Context: an optimization exercise on an open-source flow, tuned for small area. The choices shown serve that exercise and are no tape-out recipe.
Function was checked by simulation only, so behaviour that the tests miss may differ from the original.
Power and IR drop assume default switching activity.

<file path="flow/design.v">
module row_replay_reader #(
    parameter int DATA_WIDTH = 24,
    parameter int IMG_WIDTH  = 128,
    parameter int SCALE      = 2
) (
    input  logic                  clk,
    input  logic                  rst,
    input  logic                  ce,
    input  logic [DATA_WIDTH-1:0] s_data,
    input  logic                  s_valid,
    output logic                  s_ready,
    output logic [DATA_WIDTH-1:0] m_data,
    output logic                  m_valid,
    input  logic                  m_ready,
    output logic                  m_last,
    output logic                  m_done
);
    localparam int CW = $clog2(IMG_WIDTH);
    localparam int RW = (SCALE > 1) ? $clog2(SCALE) : 1;
    localparam int NW = RW + CW + RW;
    logic                  replay;
    logic [NW-1:0]         cnt;
    logic [DATA_WIDTH-1:0] store [IMG_WIDTH];
    logic                  accept;
    logic                  emit;
    logic                  h_end;
    logic                  shift;
    assign s_ready = ce & ~rst & ~replay;
    assign m_valid = ce & replay;
    assign accept  = s_valid & s_ready;
    assign emit    = m_valid & m_ready;
    assign h_end   = &cnt[RW-1:0];
    assign shift   = accept | (emit & h_end);
    assign m_data  = store[0];
    assign m_last  = &cnt[RW+CW-1:0];
    assign m_done  = &cnt;
    always_ff @(posedge clk or posedge rst) begin
        if (rst) begin
            replay <= 1'b0;
            cnt    <= '0;
        end else begin
            if (accept) begin
                cnt[RW+CW-1:RW] <= cnt[RW+CW-1:RW] + 1'b1;
                if (&cnt[RW+CW-1:RW]) replay <= 1'b1;
            end
            if (emit) begin
                cnt <= cnt + 1'b1;
                if (&cnt) replay <= 1'b0;
            end
        end
    end
    always_ff @(posedge clk) begin
        if (shift) begin
            for (int i = 0; i < IMG_WIDTH - 1; i++) begin
                store[i] <= store[i+1];
            end
            store[IMG_WIDTH-1] <= replay ? store[0] : s_data;
        end
    end
endmodule
</file>
<file path="flow/run.sh">
#!/bin/bash
# synth_recipe.tcl (not shown) runs the flow's synth.tcl, then flattens the netlist and writes it again
# the make line also repeats each setting of config.mk as NAME=value (left out here)
make -C /OpenROAD-flow-scripts/flow DESIGN_CONFIG=/design/flow/config.mk WORK_HOME=/design/flow/orfs CLKGATE_MAP_FILE= SYNTH_SCRIPT=/design/flow/synth_recipe.tcl finish
</file>
<file path="flow/config.mk">
export PLATFORM = sky130hd
export DESIGN_NAME = row_replay_reader
export DESIGN_NICKNAME = row_replay_reader
export VERILOG_FILES = /design/flow/design.v
export SDC_FILE = /design/flow/constraint.sdc
export NUM_CORES = 4
export LEC_CHECK = 0
export ABC_CLOCK_PERIOD_IN_PS = 6000
export CAP_MARGIN = 20
export CORE_MARGIN = 2
export CORE_UTILIZATION = 45
export PLACE_DENSITY = 0.6
export SLEW_MARGIN = 20
</file>
<file path="flow/constraint.sdc">
create_clock -name core_clock -period 15.0 [get_ports {clk}]
set_input_delay 3.0000 -clock core_clock [delete_from_list [all_inputs] [get_ports {clk}]]
set_output_delay 3.0000 -clock core_clock [all_outputs]
set_load 0.01 [all_outputs]
</file>
==> flow_metrics.tcl, run 1 <==
set metrics [dict create \
    syn_to_final_growth_pct 14.69 \
    worst_ep_required_time_ns 12.00 \
    dp.final_hpwl_um 44240 \
    antenna_found_initial 6 \
    grt_usage_pct 10.21 \
    powerDensity_mw_per_mm2 159.6 \
    syn_nets 3182 \
    yosysMostFrequentCell "edfxtp_1" \
    critical_path_class "in -> out" \
    ys_seq_area_share_pct 99.38 \
    place.gp.congestion 0.7033 \
    hold_depth 0 \
    rsz0062_at_grt "no" \
    drive_above_1_share_pct 12.28 \
    cts_tree "done" \
    hold_viol_final 0 \
    leakagePower_nw 33.59 \
    min_period_ns 7.338 \
    synth_area_leader_cell "edfxtp_1" \
    hold_buffers 0 \
    syn_inst 3150 \
    status "complete, no violations" \
    cts_buffers 318 \
    core_mm2 0.2052 \
    avgSynthCellArea_um2 29.55 \
    maxSlewViolCount 0 \
    htreeDepth 5 \
    drt_pass1_iterations 5 \
    port_buffers 56 \
    r2r-end "store[105][18]" \
    grt_pass1_wl_um 170400 \
    synthTopCellsByCount "edfxtp_1 (3072), mux2_2 (24), dfrtp_1 (10), nand2_1 (9), xnor2_1 (4)" \
    crit_arrival_ns 4.34 \
    setup_viol 0 \
    worstMarginPinSlew_ns 1.113 \
    synth_area_leaders "edfxtp_1 (99%), mux2_2 (0.29%), dfrtp_1 (0.27%), ha_1 (0.040%), xnor2_1 (0.038%)" \
    fp.dieW_um 458.8 \
    die-area_mm2 0.2105 \
    reg2reg_slack_ns 10.09 \
    synthDistinctLibCells 24 \
    crit_fanout 5 \
    drc 0 \
    first_iter_violations 3264 \
    synth_top_area_share_pct 99.11 \
    synth_ff_type "edfxtp_1" \
    p_total_mw 17.04 \
    clkTransAtPathRegs_ns 0.06 \
    io_pins 57 \
    post-place-ws_ns 6.982 \
    synthesis.area_mm2 0.09308 \
    grt_overflow_total 0 \
    grt_pass1_vias 29620 \
    finalCritPeriodShare_pct 48.92 \
    irDropWorstVdd_mv 0.09978 \
    endpoint_kind "output port" \
    rows 166 \
    maxCapViolations 0 \
    grt_max_degree 203 \
    ant_nets 0 \
    root_buffer "clkbuf_16" \
    cts_num_sinks 3082 \
    cts-resized-gates 0 \
    synth-async-reset-ratio_pct 0.3245 \
    yosys_warnings 2 \
    cts.path.max_buffers 4 \
    slew_headroom_pct 25.78 \
    skew_ns 0.04390 \
    hold_class "reg -> reg" \
    startpoint "ce" \
    ys_ff_latch 3082 \
    nets 3580 \
    num_vias 30338 \
    r2r-start "replay" \
    postCtsSetupBuffers 0 \
    die_h_um 458.8 \
    drt-vias-per-instance 4.704 \
    fin_setup_tns_ns 0 \
    synth_edf_count 3072 \
    clock_latency_ns 0.90 \
    wl_per_cell_um 17.00 \
    cp-start-kind "primary input" \
    reg2reg_depth 5 \
    start_util_pct 45.36 \
    min_from "store[66][10]" \
    routed_wl_um 109600 \
    whs_endpoint "store[65][10]" \
    fin_ws_ns 7.662 \
    max_freq_mhz 136.3 \
]
power by group:
group	switching, mW	internal (mW)
Combinational	0.122	0.0243
Clock	2.97	4.19
Sequential	0.0682	9.67
Total	3.16	13.9
worst max-delay path, stage by stage:
cell	delay, ns
clkdlybuf4s50_1	0.55
nor3b_1	0.22
clkdlybuf4s50_1	0.57
placed cells by master (no fill, tap or decap), types with 2 or more instances in the layout:
master / instances
buf_6: 2
clkbuf_1: 61
clkdlybuf4s50_1: 56
xor2_1: 3
and3_1: 3
nand4_1: 2
inv_6: 5
buf_4: 15
ha_1: 3
bufinv_16: 15
dfrtp_1: 9
a21oi_1: 2
clkinvlp_4: 6
nor2_1: 3
buf_12: 10
xnor2_1: 4
clkbuf_8: 2
clkinv_4: 3
clkbuf_16: 324
clkinv_2: 49
edfxtp_1: 3072
mux2_2: 24
nand2_1: 9
clkinv_1: 67
metal layers:
metal	GRT usage [%]	wire, µm
met4	4.175	2903
met1	17.05	58770
met2	12.25	42570
met3	2.940	5402
met5	0	0
metrics by stage:
stage	cells	area [µm²]	hold WS, ns	utilization (%)
4_1_cts	6449	106700	0.3818	52.02
6_report	6450	106800	0.3839	52.02
2_1_floorplan	3150	93080	0.4003	-
5_1_grt	6450	106800	0.3867	52.02
3_5_place_dp	5916	97300	0.4045	47.41
3_3_place_gp	5916	97300	0.4003	47.41
cell type report:
class,instances,area [µm²]
flip-flops and latches,3082,92500
fillers,15363,98450
repair buffers,83,895.9
well taps,2688,3363
clock inverters,146,1079
inverters,1,3.754
multi-input cells,62,549.3
clock buffers,387,8364
diodes,1,2.502
how the worst max path moves through the flow:
stage | to | slack, ns | cells past startpoint
2_1_floorplan | cnt[5] | -9.93 | 5
3_3_place_gp | store[116][18] | 7.15 | 6
5_1_grt | s_ready | 7.62 | 3
4_1_cts | s_ready | 7.66 | 3
3_5_place_dp | store[114][18] | 6.98 | 6
6_report | s_ready | 7.66 | 3
cell families (layout without fill, tap and decap cells):
| family | after synthesis | in the layout | share of synthesized area [%] |
|---|---|---|---|
| fa+ha+maj | 3 | 3 | 0.04033 |
| other cells | 0 | 1 | 0 |
| flops | 3082 | 3082 | 99.38 |
| simple gates | 21 | 21 | 0.1170 |
| mux | 24 | 24 | 0.2904 |
| buf+inv | 6 | 617 | 0.04032 |
| xor+xnor | 7 | 7 | 0.06587 |
| compound gates | 7 | 7 | 0.06990 |
flip-flops by register name, summed over array words and instances, names as in the netlist:
signal / count
cnt: 9
replay: 1
store: 3072
==> run 2: changes to the inputs <==
==> flow/design.v (replaced) <==
module row_replay_reader #(
    parameter int DATA_WIDTH = 24,
    parameter int IMG_WIDTH  = 128,
    parameter int SCALE      = 2
) (
    input  logic                  clk,
    input  logic                  rst,
    input  logic                  ce,
    input  logic [DATA_WIDTH-1:0] s_data,
    input  logic                  s_valid,
    output logic                  s_ready,
    output logic [DATA_WIDTH-1:0] m_data,
    output logic                  m_valid,
    input  logic                  m_ready,
    output logic                  m_last,
    output logic                  m_done
);
    localparam int CW = $clog2(IMG_WIDTH);
    localparam int RW = (SCALE > 1) ? $clog2(SCALE) : 1;
    localparam int NW = RW + CW + RW;
    localparam int K  = 8;                
    localparam int KW = $clog2(K);
    localparam int R  = IMG_WIDTH / K;    
    logic                                  replay;
    logic [NW-1:0]                         cnt;
    logic [CW-1:0]                         col;
    logic [KW-1:0]                         ph;
    logic [K-1:0]                          pend;
    logic [R-1:0][K-1:0][DATA_WIDTH-1:0]   st;
    logic                                  accept;
    logic                                  emit;
    logic                                  h_end;
    logic                                  req;
    logic                                  sh;
    logic [KW-1:0]                         chain;
    logic [KW-1:0]                         wslot;
    logic [KW-1:0]                         rslot;
    assign s_ready = ce & ~rst & ~replay;
    assign m_valid = ce & replay;
    assign accept  = s_valid & s_ready;
    assign emit    = m_valid & m_ready;
    assign col     = cnt[RW+CW-1:RW];
    assign h_end   = &cnt[RW-1:0];
    assign m_last  = &cnt[RW+CW-1:0];
    assign m_done  = &cnt;
    assign chain   = col[KW-1:0];
    assign rslot   = ph - chain - 1'b1;
    assign wslot   = ph - chain;
    assign m_data  = st[0][rslot];
    assign req     = (accept & ~(&col[CW-1:KW])) | (emit & h_end);
    assign sh      = pend[ph];
    always_ff @(posedge clk or posedge rst) begin
        if (rst) begin
            replay <= 1'b0;
            cnt    <= '0;
            ph     <= '0;
            pend   <= '0;
        end else begin
            ph <= ph + 1'b1;
            for (int p = 0; p < K; p++) begin
                if (req && chain == KW'(p)) begin
                    pend[p] <= 1'b1;
                end else if (ph == KW'(p)) begin
                    pend[p] <= 1'b0;
                end
            end
            if (accept) begin
                cnt[RW+CW-1:RW] <= col + 1'b1;
                if (&col) replay <= 1'b1;
            end
            if (emit) begin
                cnt <= cnt + 1'b1;
                if (&cnt) replay <= 1'b0;
            end
        end
    end
    for (genvar i = 0; i < R; i++) begin : g_ring
        localparam int NXT = (i + 1) % R;
        always_ff @(posedge clk) begin
            if (i == R - 1 && accept && wslot == '0) begin
                st[i][0] <= s_data;
            end else begin
                st[i][0] <= sh ? st[NXT][K-1] : st[i][K-1];
            end
        end
        for (genvar s = 1; s < K; s++) begin : g_slot
            always_ff @(posedge clk) begin
                if (i == R - 1 && accept && wslot == KW'(s)) begin
                    st[i][s] <= s_data;
                end else begin
                    st[i][s] <= st[i][s-1];
                end
            end
        end
    end
endmodule
--- a/flow/config.mk
+++ b/flow/config.mk
@@ -10,4 +10,7 @@
 export CORE_MARGIN = 2
 export CORE_UTILIZATION = 45
+export CTS_BUF_LIST = sky130_fd_sc_hd__clkbuf_16
+export CTS_CLUSTER_DIAMETER = 60
+export CTS_CLUSTER_SIZE = 26
 export PLACE_DENSITY = 0.6
 export SLEW_MARGIN = 20
==> run 2 against run 1 <==
Sequential power decreased by 8.4%. Non-clock buffer count is 14 lower. Cell count shrank 4.4%. Routed wire length fell by 21%. Critical path type is now reg -> out. Critical endpoint is now m_data[10]. Largest power group unchanged.
==> flow_metrics.tcl, run 2 <==
set metrics [dict create \
    drt_pass1_iterations 4 \
    cts_tree "done" \
    start_util_pct 45.47 \
    leakagePower_nw 31.49 \
    cts_buffers 144 \
    core_mm2 0.1566 \
    synth_area_leader_cell "dfxtp_1" \
    synth_edf_count 0 \
    hold_viol_final 0 \
    nets 4106 \
    ys_seq_area_share_pct 87.13 \
    multi_input_area_mm2 0.008671 \
    hold_buffers 0 \
    critical_path_class "reg -> out" \
    setup_viol 0 \
    cp-start-kind "register" \
    cp_slowest_cell "xor2_2" \
    status "complete, no violations" \
    dp.final_hpwl_um 49740 \
    synth-async-reset-ratio_pct 0.6790 \
    crit_chain "inv_1 -> ha_4 -> fa_2 -> buf_4 -> nand2_1 -> xor2_2 -> mux2_2 -> clkdlybuf4s50_1" \
    syn_inst 3924 \
    drive_above_1_share_pct 20.68 \
    synthTopCellsByCount "dfxtp_1 (3072), mux2_2 (593), mux4_2 (50), buf_4 (42), buf_2 (26)" \
    antenna_found_initial 10 \
    reg_top3 "st: 3072 flops, cnt: 9 flops, pend: 8 flops" \
    p_total_mw 13.88 \
    worstMarginPinSlew_ns 1.009 \
    mostFrequentLayoutCells "dfxtp_1 (3072), mux2_2 (593), clkbuf_16 (149)" \
    irDropWorstVdd_mv 0.1301 \
    synth_top_area_share_pct 86.39 \
    yosysMostFrequentCell "dfxtp_1" \
    drc 0 \
    cp_num_buf_inv 3 \
    hold_class "reg -> reg" \
    synthDistinctLibCells 41 \
    die-area_mm2 0.1614 \
    cts.path.max_buffers 3 \
    critPathMaxStageDelay_ns 0.65 \
    drt-vias-per-instance 4.161 \
    worst_ep_required_time_ns 12.00 \
    grt_max_degree 160 \
    synth_area_leaders "dfxtp_1 (86%), mux2_2 (9.4%), mux4_2 (1.6%), dfrtp_1 (0.74%), buf_4 (0.44%)" \
    rows 145 \
    fp.dieW_um 401.7 \
    grt_pass1_vias 25737 \
    clock_latency_ns 0.77 \
    skew_ns 0.01813 \
    clkTransAtPathRegs_ns 0.09 \
    largest_reg_flops 3072 \
    place.gp.congestion 0.7377 \
    htreeDepth 4 \
    die_h_um 401.7 \
    min_period_ns 7.550 \
    cts-resized-gates 0 \
    grt_usage_pct 10.80 \
    grt_overflow_total 0 \
    grt_pass1_wl_um 139700 \
    first_iter_violations 1152 \
    utilization_pct 49.95 \
    postCtsSetupBuffers 0 \
    cp_top_family "buffers and inverters" \
    fin_setup_tns_ns 0 \
    syn_nets 3969 \
    maxSlewViolCount 0 \
    powerDensity_mw_per_mm2 177.5 \
    fill_cells 12847 \
    ys_ff_latch 3093 \
    finalCritPeriodShare_pct 50.34 \
    largest-register "st" \
    crit_arrival_ns 4.55 \
    io_pins 57 \
    wl_per_cell_um 14.04 \
    maxCapViolations 0 \
    max_freq_mhz 132.4 \
    cts_num_sinks 3093 \
    routed_wl_um 86640 \
    synth_ff_type "dfxtp_1" \
    slew_headroom_pct 32.74 \
    final_common_cell "dfxtp_1" \
    yosys_warnings 1 \
    synthesis.area_mm2 0.07118 \
    ant_nets 0 \
    root_buffer "clkbuf_16" \
    avgSynthCellArea_um2 18.14 \
    num_vias 25668 \
    crit_fanout 55 \
    seqCellArea_mm2 0.06202 \
    rsz0062_at_grt "no" \
    endpoint_kind "output port" \
    port_buffers 56 \
    syn_to_final_growth_pct 9.873 \
]
## run 2: cell types whose count changed in the layout (fill, tap and decap cells not counted), sizes merged, moves of 14 or more
cell    previous run  this run
dfxtp              0      3072
edfxtp          3072         0
mux2              24       600
clkbuf           387       149
clkinv           120        21
mux4               0        50
inv                6        28
buf               27        13
## run 2: worst register-to-register path: stages, from the launching register on
cell     delay, ns
dfrtp_1       0.47
mux4_2        0.56
mux2i_4       0.29
buf_4         0.76
buf_4         0.94
mux2_2        0.43
mux2_1        0.29
## run 2: through the flow
stage,setup slack (ns),cell area [µm²],cells,hold slack (ns)
after floorplan,8.691,71180,3924,0.3096
after global placement,7.673,73970,5972,0.3097
after detailed placement,7.655,73970,5972,0.3121
after CTS,7.328,78170,6162,0.3189
after global routing,7.173,78200,6165,0.3171
final,7.450,78210,6169,0.3199
## run 2: report_power, final
part	switching (mW)	total (mW)	internal [mW]
combinational	0.322	0.717	0.395
sequential	0.159	8.91	8.75
clock	2.38	4.25	1.87
total	2.86	13.9	11.0
## run 2: final timing paths
kind,start,end,slack (ns),cells after the start
setup / recovery,ph[0],m_data[10],7.45,8
min in group asynchronous,rst,cnt[4],2.78,2
setup reg to reg,ph[0],st[2884],11.15,6
max in group asynchronous,rst,pend[0],11.69,2
hold reg to reg,st[1300],st[1324],0.32,0
hold / removal,st[1300],st[1324],0.32,0
## run 2: layer usage
layer | wire (µm) | GRT usage, %
met4 | 2108 | 4.162
met3 | 3385 | 2.547
met5 | 0 | 0
met2 | 36090 | 15.80
met1 | 45060 | 15.53
## run 2: area by class of cell
type | count | share of cell area (%)
multi-input combinational | 743 | 11.09
inverter | 10 | 0.04799
clock buffer | 149 | 4.767
clock inverter | 41 | 0.6015
timing repair buffer | 69 | 0.8831
antenna | 6 | 0.01920
tap | 2058 | 3.292
sequential | 3093 | 79.30
## run 2: kinds of logic after synthesis
kind of cell    Yosys count  synth area share (%)
xor+xnor                  9                0.1424
flops                  3093                 87.13
mux                     651                 11.09
fa+ha+maj                16                0.2918
simple gates             47                0.3955
buf+inv                  88                0.7523
compound gates           20                0.1934
==> run 3: changes to the inputs <==
--- a/flow/config.mk
+++ b/flow/config.mk
@@ -10,7 +10,7 @@
 export CORE_MARGIN = 2
 export CORE_UTILIZATION = 45
-export CTS_BUF_LIST = sky130_fd_sc_hd__clkbuf_16
-export CTS_CLUSTER_DIAMETER = 60
-export CTS_CLUSTER_SIZE = 26
+export CTS_BUF_LIST = sky130_fd_sc_hd__clkbuf_4
+export CTS_CLUSTER_DIAMETER = 35
+export CTS_CLUSTER_SIZE = 11
 export PLACE_DENSITY = 0.6
 export SLEW_MARGIN = 20
==> run 3 against run 2 <==
Still clean on timing, DRC and antenna. Maximum frequency is 5.9% lower. Worst setup slack worse by 0.47 ns. Total power is 3.0% lower. Routed wire length is 3.1% higher. Global-route usage is 0.46 points higher. Sequential power hardly changed. Clock-buffer cell count is 233 higher. Flip-flop and latch count stayed put. First-iteration DRC count is 2.9% lower. Sequential share of layout area is 0.58 points higher. Cell count is 4.4% higher. Synthesized cell count stayed put. Largest power group unchanged. Highest routed layer is now met5.
==> flow_metrics.tcl, run 3 <==
set metrics [dict create \
    avgSynthCellArea_um2 18.14 \
    fill_cells 13098 \
    root_buffer "clkbuf_4" \
    antenna_found_initial 12 \
    grt_overflow_total 0 \
    endpoint_kind "output port" \
    mostFrequentLayoutCells "dfxtp_1 (3072), mux2_2 (593), clkbuf_4 (382)" \
    stdcell_count 6442 \
    rows 145 \
    first_iter_violations 1119 \
    hold_viol_final 0 \
    postCtsSetupBuffers 0 \
    maxSlewViolCount 0 \
    io_pins 57 \
    routed_wl_um 89290 \
    ant_nets 0 \
    num_vias 26971 \
    r2r-end "st[2884]" \
    cts.path.max_buffers 4 \
    crit_chain "inv_1 -> ha_4 -> fa_2 -> buf_4 -> nand2_1 -> xor2_2 -> mux2_2 -> clkdlybuf4s50_1" \
    min_from "st[975]" \
    syn_nets 3969 \
    grt_pass1_wl_um 146000 \
    cp_top_family "buffers and inverters" \
    largest_reg_flops 3072 \
    drc 0 \
    crit_fanout 55 \
    worst-path-stages 8 \
    reg2reg_depth 6 \
    cts-resized-gates 0 \
    syn_inst 3924 \
    cp_slowest_cell "xor2_2" \
    drive_above_1_share_pct 25.25 \
    core_mm2 0.1566 \
    status "complete, no violations" \
    fin_setup_tns_ns 0 \
    placed_cells 5972 \
    finalCritPeriodShare_pct 53.47 \
    powerDensity_mw_per_mm2 173.4 \
    fp.dieW_um 401.7 \
    leakagePower_nw 31.52 \
    grt_usage_pct 11.26 \
    largest-register "st" \
    whs_endpoint "st[999]" \
    setup_viol 0 \
    maxCapViolations 0 \
    ys_seq_area_share_pct 87.13 \
    synth_ff_type "dfxtp_1" \
    clkTransAtPathRegs_ns 0.11 \
    cp-start-kind "register" \
    reg_top3 "st: 3072 flops, cnt: 9 flops, pend: 8 flops" \
    htreeDepth 5 \
    worstMarginPinSlew_ns 1.001 \
    die_h_um 401.7 \
    syn_to_final_growth_pct 9.078 \
    critical_path_class "reg -> out" \
    skew_ns 0.06738 \
    drt-vias-per-instance 4.187 \
    min_period_ns 8.020 \
    cts_tree "done" \
    nets 4316 \
    clock_latency_ns 1.26 \
    hold_buffers 0 \
    dp.final_hpwl_um 49740 \
    yosys_warnings 1 \
    hold_depth 0 \
    yosysMostFrequentCell "dfxtp_1" \
    synthDistinctLibCells 41 \
    cts_num_sinks 3093 \
    reg2reg_slack_ns 11.15 \
    grt_pass1_vias 27799 \
    synth_edf_count 0 \
    start_util_pct 45.47 \
    synth_area_leader_cell "dfxtp_1" \
    die-area_mm2 0.1614 \
    cp_num_buf_inv 3 \
    worst_ep_required_time_ns 12.00 \
    port_buffers 56 \
    slew_headroom_pct 33.28 \
    irDropWorstVdd_mv 0.09326 \
    max_freq_mhz 124.7 \
    drt_pass1_iterations 4 \
    synth_top_area_share_pct 86.39 \
    wl_per_cell_um 13.86 \
    cts_buffers 354 \
    synthesis.area_mm2 0.07118 \
    place.gp.congestion 0.7377 \
    crit_arrival_ns 5.02 \
    synthTopCellsByCount "dfxtp_1 (3072), mux2_2 (593), mux4_2 (50), buf_4 (42), buf_2 (26)" \
    r2r-start "ph[0]" \
    final_common_cell "dfxtp_1" \
    critPathMaxStageDelay_ns 0.65 \
    grt_max_degree 160 \
    rsz0062_at_grt "no" \
    synth-async-reset-ratio_pct 0.6790 \
    synth_area_leaders "dfxtp_1 (86%), mux2_2 (9.4%), mux4_2 (1.6%), dfrtp_1 (0.74%), buf_4 (0.44%)" \
    hold_class "reg -> reg" \
    ys_ff_latch 3093 \
]
==> run 3: cell count changes in the layout (fill, tap and decap cells not counted), sizes merged <==
cell      previous run  this run
inv                 28        17
diode                6        12
clkinvlp             0        13
clkbuf             149       382
clkinv              21        41
bufinv               2        14
==> run 3: worst register-to-register path, stage by stage, from the launching register on <==
cell	delay [ns]
dfrtp_1	0.48
mux4_2	0.56
mux2i_4	0.29
buf_4	0.76
buf_4	0.93
mux2_2	0.44
mux2_1	0.29
==> run 3: through the flow <==
step                      instance area [µm²]  power (mW)  utilization [%]  hold WS [ns]  setup WS [ns]
final                                   77650       13.47            49.59        0.2794          6.980
after floorplan                         71180       9.635                -        0.3096          8.691
after CTS                               77590       13.68            49.56        0.2720          6.701
after global routing                    77640       14.13            49.59        0.2937          6.564
after global placement                  73970       9.804            47.25        0.3097          7.673
after detailed placement                73970       9.828            47.25        0.3121          7.655
==> run 3: logic make-up after synthesis <==
logic type	after synthesis	share of synthesized area, %
buffers and inverters	88	0.7523
XOR/XNOR	9	0.1424
flip-flops	3093	87.13
AND/OR/NAND/NOR	47	0.3955
AO/OA/AOI/OAI	20	0.1934
multiplexers	651	11.09
adder cells (fa/ha/maj)	16	0.2918
==> run 3: cell type report <==
type | instances | area [µm²] | share of cell area [%]
Sequential cell | 3093 | 62020 | 79.88
Multi-Input combinational cell | 743 | 8671 | 11.17
Clock buffer | 382 | 2868 | 3.693
Tap cell | 2058 | 2575 | 3.316
Clock inverter | 75 | 750.7 | 0.9668
Timing Repair Buffer | 69 | 690.7 | 0.8895
Inverter | 10 | 37.54 | 0.04834
Antenna cell | 12 | 30.03 | 0.03867
==> run 3: report_power, final <==
part	internal, mW	leakage (nW)	total [mW]	switching [mW]
Combinational	0.395	4.35	0.716	0.321
Clock	1.46	2.10	3.84	2.38
Sequential	8.75	25.1	8.91	0.159
Total	10.6	31.5	13.5	2.86
==> run 3: how the worst max path moves through the flow <==
stage	start	endpoint	slack, ns
after floorplan	rst	s_ready	8.69
after global placement	ce	s_ready	7.67
after detailed placement	ce	s_ready	7.65
after CTS	ph[0]	m_data[10]	6.70
after global routing	ph[0]	m_data[10]	6.56
final	ph[0]	m_data[10]	6.98
==> run 3: metal layers <==
metal / global-route usage, % / wire [µm] / vias up
met4: 5.428 / 2516 / 2
met3: 3.219 / 4227 / 239
met2: 16.13 / 37550 / 405
li1: - / - / 13574
met1: 15.67 / 44990 / 12751
met5: 0 / 9 / -
==> run 4: changes to the inputs <==
--- a/flow/config.mk
+++ b/flow/config.mk
@@ -10,7 +10,7 @@
 export CORE_MARGIN = 2
 export CORE_UTILIZATION = 45
-export CTS_BUF_LIST = sky130_fd_sc_hd__clkbuf_4
-export CTS_CLUSTER_DIAMETER = 35
-export CTS_CLUSTER_SIZE = 11
+export CTS_BUF_LIST = sky130_fd_sc_hd__clkbuf_8
+export CTS_CLUSTER_DIAMETER = 50
+export CTS_CLUSTER_SIZE = 20
 export PLACE_DENSITY = 0.6
 export SLEW_MARGIN = 20
==> run 4 against run 3 <==
Highest routed layer unchanged. Non-clock buffer count stayed put. Clock power is 6.0% lower. Sequential share of layout area rose by 0.45 points. Cell count shrank 3.4%. Via count down 4.5%. Flip-flop and latch count did not move. Core utilization is 0.28 points lower. Still clean. Largest power group unchanged. Total power decreased by 1.7%. Sequential power is essentially flat.
==> flow_metrics.tcl, run 4 <==
set metrics [dict create \
    synthesis.area_mm2 0.07118 \
    grt_usage_pct 10.88 \
    root_buffer "clkbuf_8" \
    critical_path_class "reg -> out" \
    clock_latency_ns 0.91 \
    cp-start-kind "register" \
    htreeDepth 4 \
    synth_ff_type "dfxtp_1" \
    dpl_cell_area_mm2 0.07397 \
    num_vias 25752 \
    syn_inst 3924 \
    rows 145 \
    ys_seq_area_share_pct 87.13 \
    slew_headroom_pct 30.56 \
    stdcell_count 6224 \
    synth-async-reset-ratio_pct 0.6790 \
    first_iter_violations 1168 \
    grt_max_degree 160 \
    powerDensity_mw_per_mm2 171.5 \
    core_mm2 0.1566 \
    rsz0062_at_grt "no" \
    drc 0 \
    crit_chain "inv_1 -> ha_4 -> fa_2 -> buf_4 -> nand2_1 -> xor2_2 -> mux2_2 -> clkdlybuf4s50_1" \
    synth_area_leader_cell "dfxtp_1" \
    placed_cells 5972 \
    yosysMostFrequentCell "dfxtp_1" \
    fill_cells 13009 \
    reg2reg_slack_ns 11.16 \
    max_freq_mhz 129.8 \
    port_buffers 56 \
    largest_reg_flops 3072 \
    synth_area_leaders "dfxtp_1 (86%), mux2_2 (9.4%), mux4_2 (1.6%), dfrtp_1 (0.74%), buf_4 (0.44%)" \
    maxSlewViolCount 0 \
    drive_above_1_share_pct 21.67 \
    drt_pass1_iterations 4 \
    yosys_warnings 1 \
    die-area_mm2 0.1614 \
    min_period_ns 7.704 \
    grt_pass1_vias 26022 \
    crit_arrival_ns 4.70 \
    cts.path.max_buffers 3 \
    avgSynthCellArea_um2 18.14 \
    routed_wl_um 87030 \
    met3_usage_pct 2.889 \
    finalCritPeriodShare_pct 51.36 \
    cts_num_sinks 3093 \
    skew_ns 0.04349 \
    synth_top_area_share_pct 86.39 \
    maxCapViolations 0 \
    endpoint_kind "output port" \
    crit_fanout 55 \
    reg2reg_depth 6 \
    reg_top3 "st: 3072 flops, cnt: 9 flops, pend: 8 flops" \
    irDropWorstVdd_mv 0.1020 \
    clkTransAtPathRegs_ns 0.11 \
    mostFrequentLayoutCells "dfxtp_1 (3072), mux2_2 (593), clkbuf_8 (195)" \
    synthDistinctLibCells 41 \
    drt-vias-per-instance 4.138 \
    syn_to_final_growth_pct 8.472 \
    start_util_pct 45.47 \
    place.gp.congestion 0.7377 \
    synthTopCellsByCount "dfxtp_1 (3072), mux2_2 (593), mux4_2 (50), buf_4 (42), buf_2 (26)" \
    cts_buffers 182 \
    postCtsSetupBuffers 0 \
    design_area_mm2 0.07722 \
    synth_edf_count 0 \
    worst_ep_required_time_ns 12.00 \
    cts_tree "done" \
    hold_class "reg -> reg" \
    met2_usage_pct 15.76 \
    worstMarginPinSlew_ns 1.042 \
    fin_setup_tns_ns 0 \
    cts-resized-gates 0 \
    ys_ff_latch 3093 \
    top_usage_layer "met2" \
    status "complete, no violations" \
    wl_per_cell_um 13.98 \
    final_common_cell "dfxtp_1" \
    syn_nets 3969 \
    largest-register "st" \
    hold_buffers 0 \
    hold_depth 0 \
    fp.dieW_um 401.7 \
    cp_slowest_cell "xor2_2" \
    dp.final_hpwl_um 49740 \
    grt_pass1_wl_um 140900 \
    use_met1_pct 15.69 \
    antenna_found_initial 12 \
    grt_overflow_total 0 \
    die_h_um 401.7 \
    critPathMaxStageDelay_ns 0.65 \
    setup_viol 0 \
    io_pins 57 \
    nets 4144 \
    ant_nets 0 \
    leakagePower_nw 31.10 \
    hold_viol_final 0 \
]
[run 4: cell types whose count changed in the layout (fill, tap and decap cells not counted), sizes merged]
| cell | delta |
|---|---|
| bufinv | -9 |
| inv | +19 |
| diode | -4 |
| clkbuf | -187 |
| clkinvlp | -9 |
| clkinv | -28 |
[run 4: routing by layer]
metal  up-vias  wire length [µm]
met4         8              2253
met5         -                52
li1      13033                 -
met2       248             35910
met1     12278             45130
met3       185              3687
[run 4: kinds of logic after synthesis]
| family | count (synthesis) | synth area share [%] |
|---|---|---|
| flops | 3093 | 87.13 |
| mux | 651 | 11.09 |
| buf+inv | 88 | 0.7523 |
| simple gates | 47 | 0.3955 |
| compound gates | 20 | 0.1934 |
| fa+ha+maj | 16 | 0.2918 |
| xor+xnor | 9 | 0.1424 |
[run 4: final timing paths]
path | from | to
worst max register to register | ph[0] | st[2884]
worst min register to register | st[2045] | st[2069]
worst min-delay path | st[2045] | st[2069]
worst max-delay path | ph[0] | m_data[10]
max in group asynchronous | rst | cnt[8]
min in group asynchronous | rst | pend[5]
[run 4: worst max-delay path, delay by kind of cell (launching register included)]
family / cells / cell delay (ns)
buf+inv: 3 / 1.26
fa+ha+maj: 2 / 0.70
xor+xnor: 1 / 0.65
flops: 1 / 0.48
mux: 1 / 0.43
simple gates: 1 / 0.28
[run 4: through the flow]
step | total power [mW] | hold WS (ns) | util, % | setup slack (ns)
2_1_floorplan | 9.635 | 0.3096 | - | 8.691
3_3_place_gp | 9.804 | 0.3097 | 47.25 | 7.673
3_5_place_dp | 9.828 | 0.3121 | 47.25 | 7.655
4_1_cts | 13.42 | 0.3018 | 49.29 | 7.126
5_1_grt | 13.83 | 0.3135 | 49.31 | 6.996
6_report | 13.24 | 0.3111 | 49.32 | 7.296
[run 4: cell type report]
| type | instances | area (µm²) | area share, % |
|---|---|---|---|
| clock inverter | 48 | 513.0 | 0.6644 |
| antenna | 8 | 20.02 | 0.02593 |
| multi-input combinational | 743 | 8671 | 11.23 |
| inverter | 10 | 37.54 | 0.04861 |
| clock buffer | 195 | 2684 | 3.476 |
| timing repair buffer | 69 | 690.7 | 0.8945 |
| sequential | 3093 | 62020 | 80.33 |
| tap | 2058 | 2575 | 3.335 |
[run 4: power breakdown]
group          leakage (nW)  switching [mW]  internal [mW]
Clock                  1.68            2.31           1.30
Combinational          4.35           0.322          0.395
Sequential             25.1           0.158           8.75
Total                  31.1            2.79           10.5

[static timing again, ports no longer ideal]
In the flow no input, the clock included, has a driving cell. The finished layouts below were timed again as built, in two steps. Step 1, drivers: a clkbuf_16 drives clk and a buf_2 each remaining input, both assumed. Step 2 also shifts input and output timing later by t, the mid clock arrival at the registers, as if the neighbouring blocks saw the same clock. Three values: ideal, step 1, step 2; two values: the first two.
| run | shift t [ns] | setup WS [ns] | worst setup path after step 2 | clock arrival spread, ns | cell pins on the clock port's net |
|---|---|---|---|---|---|
| run 1 | 0.958 | 7.662 / 7.638 / 7.397 | input to register | 0.052 / 0.052 | 1 |
| run 2 | 0.837 | 7.450 / 7.380 / 7.615 | input to output | 0.031 / 0.031 | 1 |
| run 3 | 1.296 | 6.980 / 6.915 / 7.617 | input to output | 0.083 / 0.083 | 1 |
| run 4 | 0.956 | 7.296 / 7.230 / 7.618 | input to output | 0.057 / 0.058 | 1 |
After both steps setup and hold are still met in every run listed. The setup slack of run 1, which loses most, moves by -0.024 ns with the drivers and by -0.265 ns with both steps.
